This is an optimization exercise on Yosys and OpenROAD, whose aim is small area, a short achievable clock period and few clock cycles per item, not a production implementation. The RTL was checked by simulation tests, not by an equivalence proof against the original design. The flow treats the clock pin as an ideal source, which a real chip does not have.

Design pp_accumulator, start of the top module:
module pp_accumulator #(
   parameter int N = pp_pkg::N_DEF,
   parameter int K = pp_pkg::K_DEF
) (
   input  logic           clk,
   input  logic           rst,
   input  logic           in_valid,
   output logic           in_ready,
   input  logic [N*2*N-1:0] in_pp,
   output logic           out_valid,
   input  logic           out_ready,
   output logic [2*N-1:0] out_product
);
clock: 5.0 ns
lec_check: 0
abc_clock_period_in_ps: 2500
cap_margin: 20
core_margin: 2
core_utilization: 40
setup_slack_margin: 2.5
slew_margin: 20
standard.sh (not shown) runs the stock make flow with config.mk's settings and CLKGATE_MAP_FILE= SYNTH_SCRIPT=/design/flow/synth_recipe.tcl, a recipe that flattens the netlist after the stock synthesis.
==> flow/flow/run.sh <==
#!/bin/bash
# Own layout flow: the standard ORFS flow with two changes.
#  - Yosys's generic synth skips its early "abc -fast" pass (SYNTH_ARGS=-noabc) so the
#    3:2 counters of the adder tree reach extract_fa as written and map to full-adder
#    cells without polarity inverters between them. Registers are unchanged.
#  - Ports are buffered with sky130_fd_sc_hd__buf_1 instead of the default delay buffer.
set -euo pipefail
bash standard.sh SYNTH_ARGS=-noabc "BUFFER_PORTS_ARGS=-buffer_cell sky130_fd_sc_hd__buf_1" finish > flow_make.log 2>&1
The baseline finished with timing, DRC and antenna clean.
Testbench counts at the start, summed over its fixed seeds: cycles 1,616, items 1,600.
Next try:
- ABC_CLOCK_PERIOD_IN_PS: 2500 -> unset
- SETUP_SLACK_MARGIN: 2.5 -> unset
After rerunning:
- The new run completed without violations
- worst hold slack gets worse by 16 ps
- sequential share of layout area rises by 2.1 points
- worst setup slack gets worse by 150 ps

* * *

Setup of run A:
pp_accumulator, a different RTL version from the one above (not shown whole).
Size in the first run: roughly 160 flip-flops, about 15,000 um^2 of cells after synthesis.
==> flow/config.mk <==
export PLATFORM = sky130hd
export DESIGN_NAME = pp_accumulator
export DESIGN_NICKNAME = pp_accumulator
export VERILOG_FILES = /design/flow/design.v
export SDC_FILE = /design/flow/constraint.sdc
export NUM_CORES = 4
export LEC_CHECK = 0
export CAP_MARGIN = 20
export CORE_MARGIN = 2
export CORE_UTILIZATION = 65
export PLACE_DENSITY = 0.8
export SLEW_MARGIN = 20
==> flow/constraint.sdc <==
create_clock -name core_clock -period 5.0 [get_ports {clk}]
set_input_delay 1.0000 -clock core_clock [delete_from_list [all_inputs] [get_ports {clk}]]
set_output_delay 1.0000 -clock core_clock [all_outputs]
set_load 0.01 [all_outputs]
==> flow/flow/run.sh <==
#!/bin/bash
# Own layout flow: the standard ORFS flow with these changes.
#  - Yosys's generic synth skips its early "abc -fast" pass (SYNTH_ARGS=-noabc) so the
#    3:2 counters of the adder tree reach extract_fa as written and map to full-adder
#    cells without polarity inverters between them. Registers are unchanged.
#  - Ports are buffered with sky130_fd_sc_hd__buf_1 instead of the default delay buffer.
#  - After clock tree synthesis, flow/skew.tcl delays the output register's clock
#    (useful skew for the register-to-register paths into it).
set -euo pipefail
here=$(pwd)
bash standard.sh SYNTH_ARGS=-noabc "BUFFER_PORTS_ARGS=-buffer_cell sky130_fd_sc_hd__buf_1" \
  "POST_CTS_TCL=$here/flow/skew.tcl" "SKEW_BUFS=sky130_fd_sc_hd__clkdlybuf4s50_1 sky130_fd_sc_hd__clkbuf_2 sky130_fd_sc_hd__clkbuf_8" \
  finish > flow_make.log 2>&1
==> flow/flow/skew.tcl <==
# Sourced by ORFS's cts.tcl after clock tree synthesis (POST_CTS_TCL).
# Gives the output register (out_product) a later clock than the rest of the
# design, by SKEW_BUFS clock buffers in series in front of its clock pins on
# each clock-tree leaf net that reaches it. This only helps the paths between
# the pipeline register and the output register; the output register's paths
# to the outputs get correspondingly less slack.
set skew_cells [expr {[info exists ::env(SKEW_BUFS)] ? $::env(SKEW_BUFS) : "sky130_fd_sc_hd__clkbuf_2"}]
set groups [dict create]
foreach c [get_cells out_product*] {
  set pin [get_pins -of_objects $c -filter "lib_pin_name==CLK"]
  set net [get_nets -of_objects $pin]
  dict lappend groups [get_full_name $net] $pin
}
set k 0
dict for {n pins} $groups {
  set net [get_nets $n]
  foreach cell $skew_cells {
    set newnet "skew_net_$k"
    insert_buffer -buffer_cell $cell -net $net -load_pins $pins -buffer_name "skew_buf_$k" -net_name $newnet
    set net [get_nets $newnet]
    incr k
  }
}
puts "skew: inserted $k clock buffers on [dict size $groups] leaf nets"
detailed_placement
check_placement -verbose
estimate_parasitics -placement
report_clock_skew
report_checks -path_delay max -group_path_count 1
Testbench counts of run A, summed over its fixed seeds: cycles 1,616, items 1,600.
Inputs modified between run A and run B:
Settings: CORE_UTILIZATION now 70, was 65; PLACE_DENSITY now 0.85, was 0.8.
-- flow/flow/run.sh --
<<< run A, line 12
  "POST_CTS_TCL=$here/flow/skew.tcl" "SKEW_BUFS=sky130_fd_sc_hd__clkdlybuf4s50_1 sky130_fd_sc_hd__clkbuf_2 sky130_fd_sc_hd__clkbuf_8" \
>>> run B, line 12
  "POST_CTS_TCL=$here/flow/skew.tcl" "SKEW_BUFS=sky130_fd_sc_hd__clkdlybuf4s50_1 sky130_fd_sc_hd__clkbuf_8" \
-- flow/flow/skew.tcl --
<<< run A, line 2
# Gives the output register (out_product) a later clock than the rest of the
>>> run B, line 2
# Gives the output register (out_product, and the skid register behind it) a later clock than the rest of the
<<< run A, line 9
foreach c [get_cells out_product*] {
>>> run B, line 9
foreach c [concat [get_cells out_product*] [get_cells -quiet skid*]] {
[summary]
- I/O pin placement (3_2_place_iop): run B exited with error
- Any difference in portion of the post-synthesis area used by sequential elements between run A and run B is small enough to ignore.
- Re share of synthesized area spent on multiplexers: no difference whatsoever between run B and run A.
- Taking run A as the reference, in run B initial cell density of the core moved up, simple-gate portion of the synthesized area comparable, overall die height now smaller, gate count of the mapped netlist was more or less identical, register bit count reported by yosys was more or less identical.
- Re horizontal extent of the die: run A was higher than run B.
- Number of synthesized flops with an enable pin: run B vs run A identical
- Summed instance area of the synthesized netlist: run B vs run A — no meaningful difference
- Against run A, run B reports a number of cell rows that is lower.
Changes in run C relative to run B:
Settings: changing PLACE_DENSITY from 0.85 to 0.75; changing CORE_UTILIZATION from 70 to 60.
-- flow/flow/run.sh --
<<< run B, line 12
  "POST_CTS_TCL=$here/flow/skew.tcl" "SKEW_BUFS=sky130_fd_sc_hd__clkdlybuf4s50_1 sky130_fd_sc_hd__clkbuf_8" \
>>> run C, line 12
  "POST_CTS_TCL=$here/flow/skew.tcl" "SKEW_BUFS=sky130_fd_sc_hd__clkdlybuf4s50_1 sky130_fd_sc_hd__clkbuf_2 sky130_fd_sc_hd__clkbuf_8" \
-- flow/flow/skew.tcl --
<<< run B, line 2
# Gives the output register (out_product, and the skid register behind it) a later clock than the rest of the
>>> run C, line 2
# Gives the output register (out_product) a later clock than the rest of the
<<< run B, line 9
foreach c [concat [get_cells out_product*] [get_cells -quiet skid*]] {
>>> run C, line 9
foreach c [get_cells out_product*] {
Re horizontal die dimension: run B was lower than run C.
Run B → run C: average size of a mapped cell ~0 delta, synthesized flop and latch total about even.
Comparing run C against run B, there is no change at all in number of enable flip-flop cells after synthesis.
Run C: starting utilization of the core area 9.8 points below run B
For number of rows in the core area, dividing the value from run B by the value from run C gives 0.931.
Run B → run C: number of instances in the synthesized netlist now sits at about the same level, cell area after technology mapping now sits at about the same level.
Run C completed every stage of the flow, and the final layout passed the timing, DRC and antenna checks.
Status: post-synthesis async set-or-reset flop share parity (run B, run C)
From run C to run B, number of distinct standard cells referenced by the synthesized netlist did not move at all.
Relative to run B, the die outline height of run C is higher by 12 um.
Inputs modified between run C and run D:
Settings: an added CTS_BUF_LIST of sky130_fd_sc_hd__clkbuf_8.
- Going from run C to run D, global routing met1 resource utilization went down; routed wire length went down.
- Layout overhead on the synthesized area: run D lower than run C
- Comparing run D and run C, the higher critical path depth was measured on run D.
- The number of placed instances with taps included on run C is in line with that on run D.
- When the final numbers for run D and run C were put side by side, the arrival time at the worst endpoint turned out to be smaller in run C.

re-timing with driven ports:
The results above use ideal ports. As a check the final layouts listed here were re-extracted and re-timed, cells and wires unchanged.
Step 1, drivers: a clkbuf_16 drives clk and a buf_2 each remaining input, both assumed.
Step 2, shift: input delay + t, output delay - t, t = (earliest + latest rising clock arrival at the registers) / 2. This alone moves slack from input paths to output paths.
a / b / c = ideal / step 1 / step 2; a / b = the first two.
run	shift t [ns]	setup WS [ns]	latest minus earliest clock arrival (ns)	slew at the worst register clock pin (ns)
the first run of note 1	0.473	1.578 / 1.578 / 1.578	0.017 / 0.017	0.07 / 0.07
the second run of note 1	0.475	1.424 / 1.424 / 1.424	0.012 / 0.011	0.07 / 0.07
run A	0.837	1.850 / 1.867 / 1.030	0.769 / 0.769	0.07 / 0.07
run C	0.855	1.894 / 1.925 / 1.069	0.799 / 0.799	0.06 / 0.06
run D	0.852	1.918 / 1.918 / 1.108	0.744 / 0.744	0.09 / 0.09
Clock arrivals are far apart in run A, run C and run D, so t is only a midpoint there and step 2 fits no single register. The setup slack of run C, which loses most, moves by +0.031 ns with the drivers and by -0.825 ns with both steps.
